Source: an optimization exercise on an open RTL-to-GDS flow (aim: small area, a short achievable clock period and few clock cycles per item). Production flows keep margins and buffers that such runs may drop.
The RTL of this run was laid out without a check of its function.
Power is estimated from default activity; no workload was simulated.

### run.sh
#!/bin/bash
# synth_recipe.tcl (not shown) runs the flow's synth.tcl, then flattens the netlist and writes it again
# the make line also repeats each setting of config.mk as NAME=value (left out here)
make -C /OpenROAD-flow-scripts/flow DESIGN_CONFIG=/design/flow/config.mk WORK_HOME=/design/flow/orfs CLKGATE_MAP_FILE= SYNTH_SCRIPT=/design/flow/synth_recipe.tcl finish
### config.mk
export PLATFORM = sky130hd
export DESIGN_NAME = data_mem_sized
export DESIGN_NICKNAME = data_mem_sized
export VERILOG_FILES = /design/flow/design.v
export SDC_FILE = /design/flow/constraint.sdc
export NUM_CORES = 4
export LEC_CHECK = 0
export CAP_MARGIN = 20
export CORE_MARGIN = 2
export CORE_UTILIZATION = 40
export SETUP_SLACK_MARGIN = 2.9
export SLEW_MARGIN = 20
### constraint.sdc
create_clock -name core_clock -period 5.5 [get_ports {im_clk}]
set_input_delay 1.1000 -clock core_clock [delete_from_list [all_inputs] [get_ports {im_clk}]]
set_output_delay 1.1000 -clock core_clock [all_outputs]
set_load 0.01 [all_outputs]
### design.v
package data_mem_sized_pkg;
   localparam int WORD = 64;
   localparam logic [1:0] SZ_B = 2'b00;
   localparam logic [1:0] SZ_H = 2'b01;
   localparam logic [1:0] SZ_W = 2'b10;
   localparam logic [1:0] SZ_D = 2'b11;
endpackage
module dmem_store_lanes
(
   input  logic [1:0]      size,
   input  logic [2:0]      offset,
   input  logic [data_mem_sized_pkg::WORD-1:0] wdata,
   output logic            misaligned,
   output logic [7:0]      lane_en,
   output logic [data_mem_sized_pkg::WORD-1:0] lane_data
);
   always_comb begin
      case (size)
         data_mem_sized_pkg::SZ_B: misaligned = 1'b0;
         data_mem_sized_pkg::SZ_H: misaligned = offset[0];
         data_mem_sized_pkg::SZ_W: misaligned = |offset[1:0];
         default:                  misaligned = |offset;
      endcase
   end
   always_comb begin
      for (int k = 0; k < 8; k++) begin
         case (size)
            data_mem_sized_pkg::SZ_B: begin
               lane_data[8*k +: 8] = wdata[7:0];
               lane_en[k]          = (3'(k) == offset);
            end
            data_mem_sized_pkg::SZ_H: begin
               lane_data[8*k +: 8] = wdata[8*(k%2) +: 8];
               lane_en[k]          = (2'(k/2) == offset[2:1]);
            end
            data_mem_sized_pkg::SZ_W: begin
               lane_data[8*k +: 8] = wdata[8*(k%4) +: 8];
               lane_en[k]          = (1'(k/4) == offset[2]);
            end
            default: begin
               lane_data[8*k +: 8] = wdata[8*k +: 8];
               lane_en[k]          = 1'b1;
            end
         endcase
      end
   end
endmodule
module dmem_load_decode
(
   input  logic            load,
   input  logic [1:0]      size,
   input  logic            sign_ext,
   input  logic [2:0]      offset,
   output logic [7:0]      sel_b0,
   output logic [3:0]      sel_b1,
   output logic [1:0]      sel_b23,
   output logic            sel_b47,
   output logic [7:0]      sel_msb
);
   logic [2:0] top;
   always_comb begin
      case (size)
         data_mem_sized_pkg::SZ_B: top = offset;
         data_mem_sized_pkg::SZ_H: top = {offset[2:1], 1'b1};
         default:                  top = {offset[2], 2'b11};
      endcase
      for (int o = 0; o < 8; o++) begin
         sel_b0[o]  = load && (offset == 3'(o));
         sel_msb[o] = load && sign_ext && (size != data_mem_sized_pkg::SZ_D) && (top == 3'(o));
      end
      for (int i = 0; i < 4; i++) begin
         sel_b1[i] = load && (size != data_mem_sized_pkg::SZ_B) && (offset[2:1] == 2'(i));
      end
      for (int i = 0; i < 2; i++) begin
         sel_b23[i] = load && size[1] && (offset[2] == 1'(i));
      end
      sel_b47 = load && (size == data_mem_sized_pkg::SZ_D);
   end
endmodule
module dmem_load_align
(
   input  logic [7:0]      sel_b0,
   input  logic [3:0]      sel_b1,
   input  logic [1:0]      sel_b23,
   input  logic            sel_b47,
   input  logic [7:0]      sel_msb,
   input  logic [data_mem_sized_pkg::WORD-1:0] mem_word,
   output logic [data_mem_sized_pkg::WORD-1:0] load_data
);
   logic [7:0]  b0, b1;
   logic [15:0] b23;
   logic        ext;
   logic        has_b1, has_b23;
   always_comb begin
      b0  = '0;
      b1  = '0;
      b23 = '0;
      ext = 1'b0;
      for (int o = 0; o < 8; o++) begin
         b0  = b0 | ({8{sel_b0[o]}} & mem_word[8*o +: 8]);
         ext = ext | (sel_msb[o] & mem_word[8*o+7]);
      end
      for (int i = 0; i < 4; i++) begin
         b1 = b1 | ({8{sel_b1[i]}} & mem_word[16*i+8 +: 8]);
      end
      for (int i = 0; i < 2; i++) begin
         b23 = b23 | ({16{sel_b23[i]}} & mem_word[32*i+16 +: 16]);
      end
      has_b1  = |sel_b1;
      has_b23 = |sel_b23;
      load_data[7:0]   = b0;
      load_data[15:8]  = has_b1  ? b1  : {8{ext}};
      load_data[31:16] = has_b23 ? b23 : {16{ext}};
      load_data[63:32] = sel_b47 ? mem_word[63:32] : {32{ext}};
   end
endmodule
module data_mem_sized
#(
   parameter int WIDTH   = 64,
   parameter int DEPTH   = 32,
   parameter int LATENCY = 0
) (
   input  logic             im_clk,
   input  logic             im_rst_n,
   input  logic             req_valid,
   output logic             req_ready,
   input  logic             req_write,
   input  logic [1:0]       req_size,
   input  logic             req_signed,
   input  logic [WIDTH-1:0] req_addr,
   input  logic [WIDTH-1:0] req_wdata,
   output logic             resp_valid,
   output logic [WIDTH-1:0] resp_rdata,
   output logic             resp_fault
);
   localparam int AW = $clog2(DEPTH);
   logic             v1_q;
   logic             flt1_q;
   logic [DEPTH-1:0] sel1_q;
   logic [7:0]       lane1_q;
   logic [WIDTH-1:0] wd1_q;
   logic [7:0]       sb0_q;
   logic [3:0]       sb1_q;
   logic [1:0]       sb23_q;
   logic             sb47_q;
   logic [7:0]       smsb_q;
   logic             v2_q;
   logic             flt2_q;
   logic [WIDTH-1:0] rd2_q;
   logic [WIDTH-1:0] mem_q [DEPTH];
   logic             mis0;
   logic             flt0;
   logic [DEPTH-1:0] dec0;
   logic [7:0]       lane_en0;
   logic [WIDTH-1:0] lane_data0;
   logic [7:0]       sb0_0;
   logic [3:0]       sb1_0;
   logic [1:0]       sb23_0;
   logic             sb47_0;
   logic [7:0]       smsb_0;
   logic [WIDTH-1:0] raw1;
   logic [WIDTH-1:0] load_data1;
   assign req_ready  = 1'b1;
   assign resp_valid = v2_q;
   assign resp_rdata = rd2_q;
   assign resp_fault = flt2_q;
   dmem_store_lanes u_store (
      .size       (req_size),
      .offset     (req_addr[2:0]),
      .wdata      (req_wdata),
      .misaligned (mis0),
      .lane_en    (lane_en0),
      .lane_data  (lane_data0)
   );
   assign flt0 = (|req_addr[WIDTH-1:AW+3]) | mis0;
   dmem_load_decode u_ldec (
      .load     (!req_write && !flt0),
      .size     (req_size),
      .sign_ext (req_signed),
      .offset   (req_addr[2:0]),
      .sel_b0   (sb0_0),
      .sel_b1   (sb1_0),
      .sel_b23  (sb23_0),
      .sel_b47  (sb47_0),
      .sel_msb  (smsb_0)
   );
   always_comb begin
      for (int w = 0; w < DEPTH; w++) begin
         dec0[w] = (req_addr[AW+2:3] == AW'(w));
      end
   end
   always_ff @(posedge im_clk or negedge im_rst_n) begin
      if (!im_rst_n) begin
         v1_q    <= 1'b0;
         lane1_q <= '0;
      end else begin
         v1_q    <= req_valid;
         lane1_q <= (req_valid && req_write && !flt0) ? lane_en0 : 8'd0;
      end
   end
   always_ff @(posedge im_clk) begin
      flt1_q <= flt0;
      sel1_q <= dec0;
      wd1_q  <= lane_data0;
      sb0_q  <= sb0_0;
      sb1_q  <= sb1_0;
      sb23_q <= sb23_0;
      sb47_q <= sb47_0;
      smsb_q <= smsb_0;
   end
   always_ff @(posedge im_clk) begin
      for (int w = 0; w < DEPTH; w++) begin
         for (int k = 0; k < 8; k++) begin
            if (sel1_q[w] && lane1_q[k]) begin
               mem_q[w][8*k +: 8] <= wd1_q[8*k +: 8];
            end
         end
      end
   end
   always_comb begin
      raw1 = '0;
      for (int w = 0; w < DEPTH; w++) begin
         raw1 = raw1 | ({WIDTH{sel1_q[w]}} & mem_q[w]);
      end
   end
   dmem_load_align u_load (
      .sel_b0    (sb0_q),
      .sel_b1    (sb1_q),
      .sel_b23   (sb23_q),
      .sel_b47   (sb47_q),
      .sel_msb   (smsb_q),
      .mem_word  (raw1),
      .load_data (load_data1)
   );
   always_ff @(posedge im_clk or negedge im_rst_n) begin
      if (!im_rst_n) begin
         v2_q <= 1'b0;
      end else begin
         v2_q <= v1_q;
      end
   end
   always_ff @(posedge im_clk) begin
      flt2_q <= flt1_q;
      rd2_q  <= load_data1;
   end
endmodule
==> impl_metrics.json <==
{
  "viasPerCell": 6.42,
  "antenna_found_initial": 22,
  "cp_common_cell": "buf_4",
  "drt_iter0_drc": 8896,
  "design_area_mm2": 0.0976,
  "fin_util_pct": 48.7,
  "dpl_cell_area_mm2": 0.0864,
  "p_switching_uw": 7880,
  "path_buf_inv": 4,
  "grt_max_degree": 50,
  "ys_seq_area_share_pct": 81.0,
  "synth_ff_type": "edfxtp_1",
  "p_seq_share_pct": 54.4,
  "first_global_vias": 47900,
  "totalWireLength_mm": 312,
  "setup_violations": 0,
  "syn_area_mm2": 0.0808,
  "die_w_um": 453,
  "gr-total-overflow": 0,
  "fin_tns_setup_ns": 0,
  "slowest_delay_ns": 0.59,
  "drc_errors": 0,
  "ir_worst_vdd_uv": 344,
  "slowest_stage": "or4_4",
  "die-height_um": 453,
  "drv_slew": 0,
  "final_antenna_net_count": 0,
  "use_met2_pct": 44.7,
  "place_congestion": 0.979,
  "ioPinCount": 202,
  "synth_top_area_share_pct": 76.1,
  "cp-end-kind": "flip-flop",
  "dp_hpwl_mm": 189,
  "initial_core_util_pct": 40.3,
  "coreArea_mm2": 0.200,
  "synth_common_cells": "edfxtp_1, a22oi_1, and2_1",
  "worst_slew_pin_slew_ns": 1.33,
  "rows": 164,
  "synth.distinct_cells": 42,
  "syn-num-nets": 4728,
  "die_area_mm2": 0.206,
  "drive_gt1_share_pct": 20.0,
  "drv_cap": 0,
  "finalHoldViolCount": 0,
  "cts_buffers": 216,
  "final.min_clock_period_ns": 3.08,
  "clk_latency_ns": 0.87,
  "cts_buffer_depth": 3,
  "crit_required_ns": 6.22,
  "crit_chain": "buf_4, a22oi_2, nand4_1, or4_4, a2111oi_4, buf_4, a21oi_4, buf_6, buf_16, a21o_1",
  "critical_path_class": "reg -> reg",
  "cts-htree-levels": 4,
  "internal-power_uw": 27400,
  "clkTransAtPathRegs_ns": 0.07,
  "status": "complete, no violations",
  "first_pass_iters": 6,
  "wl_per_cell_um": 39.4,
  "hp-class": "reg -> reg",
  "fin_crit_sh_pct": 56.0,
  "switching_share_pct": 22.4,
  "port_buffers": 200,
  "yosys_warnings": 5,
  "syn_inst": 4588,
  "critPathTopFamily": "compound AO/OA/AOI/OAI gates",
  "cts_sinks": 2243,
  "grt_pass1_wl_mm": 417,
  "setup.worst_path.start_class": "flip-flop",
  "synth_seq_cells": 2243,
  "syn_to_final_growth_pct": 20.8,
  "fmax_mhz": 325,
  "finalNetCount": 5207,
  "synth_area_leaders": "edfxtp_1, a22oi_1, dfxtp_1, and2_1, a221oi_1",
  "cellPowerDensity_mw_per_mm2": 361,
  "synth.most_common_cell": "edfxtp_1",
  "hold_buffers": 0,
  "leakage_uw": 0.0313,
  "cp.arrival_ns": 3.80,
  "cts-root-buf": "clkbuf_16",
  "p_comb_share_pct": 4.1,
  "tritoncts": "built",
  "gr-usage-met1_pct": 38.2,
  "finalClockSkew_ns": 0.0467,
  "globalRouteMet3Util_pct": 7.58,
  "synth_edf_count": 2048,
  "pwr-share-clk_pct": 41.6,
  "slew_headroom_pct": 11.5,
  "vias": 50900,
  "cp_max_fo": 17,
  "grt_use_total_pct": 29.8,
  "busiest_layer": "met2",
  "synth_area_per_cell_um2": 17.6,
  "synthArstFlopShare_pct": 0.446,
  "yosysTopAreaCell": "edfxtp_1",
  "rsz0062_at_grt": "yes"
}
metrics by stage:
step	power, uW	setup slack [ns]	hold slack, ns	std cells
final	35200	2.42	0.328	7922
after global routing	35900	2.44	0.335	7920
after CTS	35100	2.54	0.330	7882
after detailed placement	20700	1.50	0.322	7281
after global placement	20600	1.53	0.317	7279
after floorplan	19800	2.91	0.310	4588
worst reg2reg max path, cell delays in order (launching register included):
cell	delay [ns]
dfxtp_4	0.46
buf_4	0.32
a22oi_2	0.27
nand4_1	0.14
or4_4	0.59
a2111oi_4	0.32
buf_4	0.20
a21oi_4	0.11
buf_6	0.18
buf_16	0.15
a21o_1	0.19
state kept, by name (all words and copies together), names as in the netlist, 2 cells and up:
name and count:
sb1_q 4, sb0_q 8, mem_q 2048, rd2_q 64, smsb_q 8, lane1_q 8, sel1_q 32, wd1_q 64
sb23_q 2
final cells by class:
cell class,count,area (um2)
Sequential cell,2243,65700
Clock buffer,288,5880
Clock inverter,121,1030
Tap cell,2656,3320
Inverter,15,56.3
Multi-Input combinational cell,2002,15300
Fill cell,16600,103000
Antenna cell,8,20.0
Timing Repair Buffer,589,6190
path summary, 6_finish.rpt:
kind / start / to / slack [ns] / cells after the start
setup / recovery: sel1_q[18]$_DFF_P_ / rd2_q[58]$_DFF_P_ / 2.42 / 10
hold / removal: flt1_q$_DFF_P_ / flt2_q$_DFF_P_ / 0.33 / 0
setup reg to reg: sel1_q[18]$_DFF_P_ / rd2_q[58]$_DFF_P_ / 2.42 / 10
hold reg to reg: flt1_q$_DFF_P_ / flt2_q$_DFF_P_ / 0.33 / 0
max in group asynchronous: im_rst_n / lane1_q[7]$_DFF_PN0_ / 4.48 / 1
min in group asynchronous: im_rst_n / lane1_q[1]$_DFF_PN0_ / 0.61 / 1
what timing repair did:
item | 4_1_cts | 5_1_grt
pin swaps | 74 | 61
endpoints found under the setup margin | 166 | 105
buffers inserted | 187 | 32
gates cloned | 5 | 0
resized for setup | 480 | 91
kinds of logic after synthesis:
group / share of synthesized area (%)
compound gates: 11.4
other cells: 0.00464
buf+inv: 1.61
mux: 0.335
fa+ha+maj: 0.0774
simple gates: 5.52
flops: 81.0
cell usage in the layout, fill, tap and decap left out, types with 18 or more instances in the layout:
cell type        netlist  final
nand3_2                0     23
buf_16                 0     18
a21o_1                35     28
a221oi_1             118     66
buf_12                 0     51
buf_4                  1    240
nand2_1               89     89
buf_6                  0     62
clkinv_2               0     38
buf_8                  0     18
or4_4                  2     38
dlygate4sd2_1          0     22
dfxtp_1              185     86
nand3_1              116     90
a22oi_2                0     40
and2_1               258    258
mux2_2                24     24
nor2_1                51     48
a22o_1               115    112
nand4_1              160    160
clkinv_1               0     49
a221oi_2               2     45
clkdlybuf4s50_1        0    129
a22oi_1              852    812
edfxtp_1            2048   2048
clkbuf_1             234     55
dfxtp_2                0     42
nor4_1                27     19
buf_2                  6     23
dfxtp_4                0     57
clkbuf_16              0    219
power groups by stage:
stage	Clock, uW	Combinational [uW]	Sequential, uW
after floorplan	0	384	19400
after global placement	0	1090	19500
after detailed placement	0	1100	19500
after CTS	14600	1340	19100
after global routing	15300	1440	19200
final	14600	1440	19200
metal layers:
layer	routed length, um	share of wire, %	vias to the layer above
met2	140000	45	3987
met4	24400	7.8	14
li1	-	-	19900
met3	39200	13	772
met1	108000	35	26200
met5	100	0.032	-

[port drivers added, routing unchanged]
The results above use ideal ports. As a check the final layout listed here was re-extracted and re-timed, cells and wires unchanged. Step 1, drivers: a clkbuf_16 drives im_clk and a buf_2 each remaining input, both assumed. Step 2 adds t to the input delays and takes it off the output delays; t is the mean of the earliest and latest rising clock arrival at the registers after step 1. Input paths then give back, and output paths get back, about the clock's delay inside the block. a / b / c = ideal ports / drivers / drivers and shift; a / b = the first two.
t (ns): 0.929
setup WS [ns]: 2.419 / 2.419 / 1.908
slew at the worst register clock pin (ns): 0.07 / 0.07
After both steps this run still meets setup and hold. The setup slack of this run moves by 0.000 ns with the drivers and by -0.511 ns with both steps.
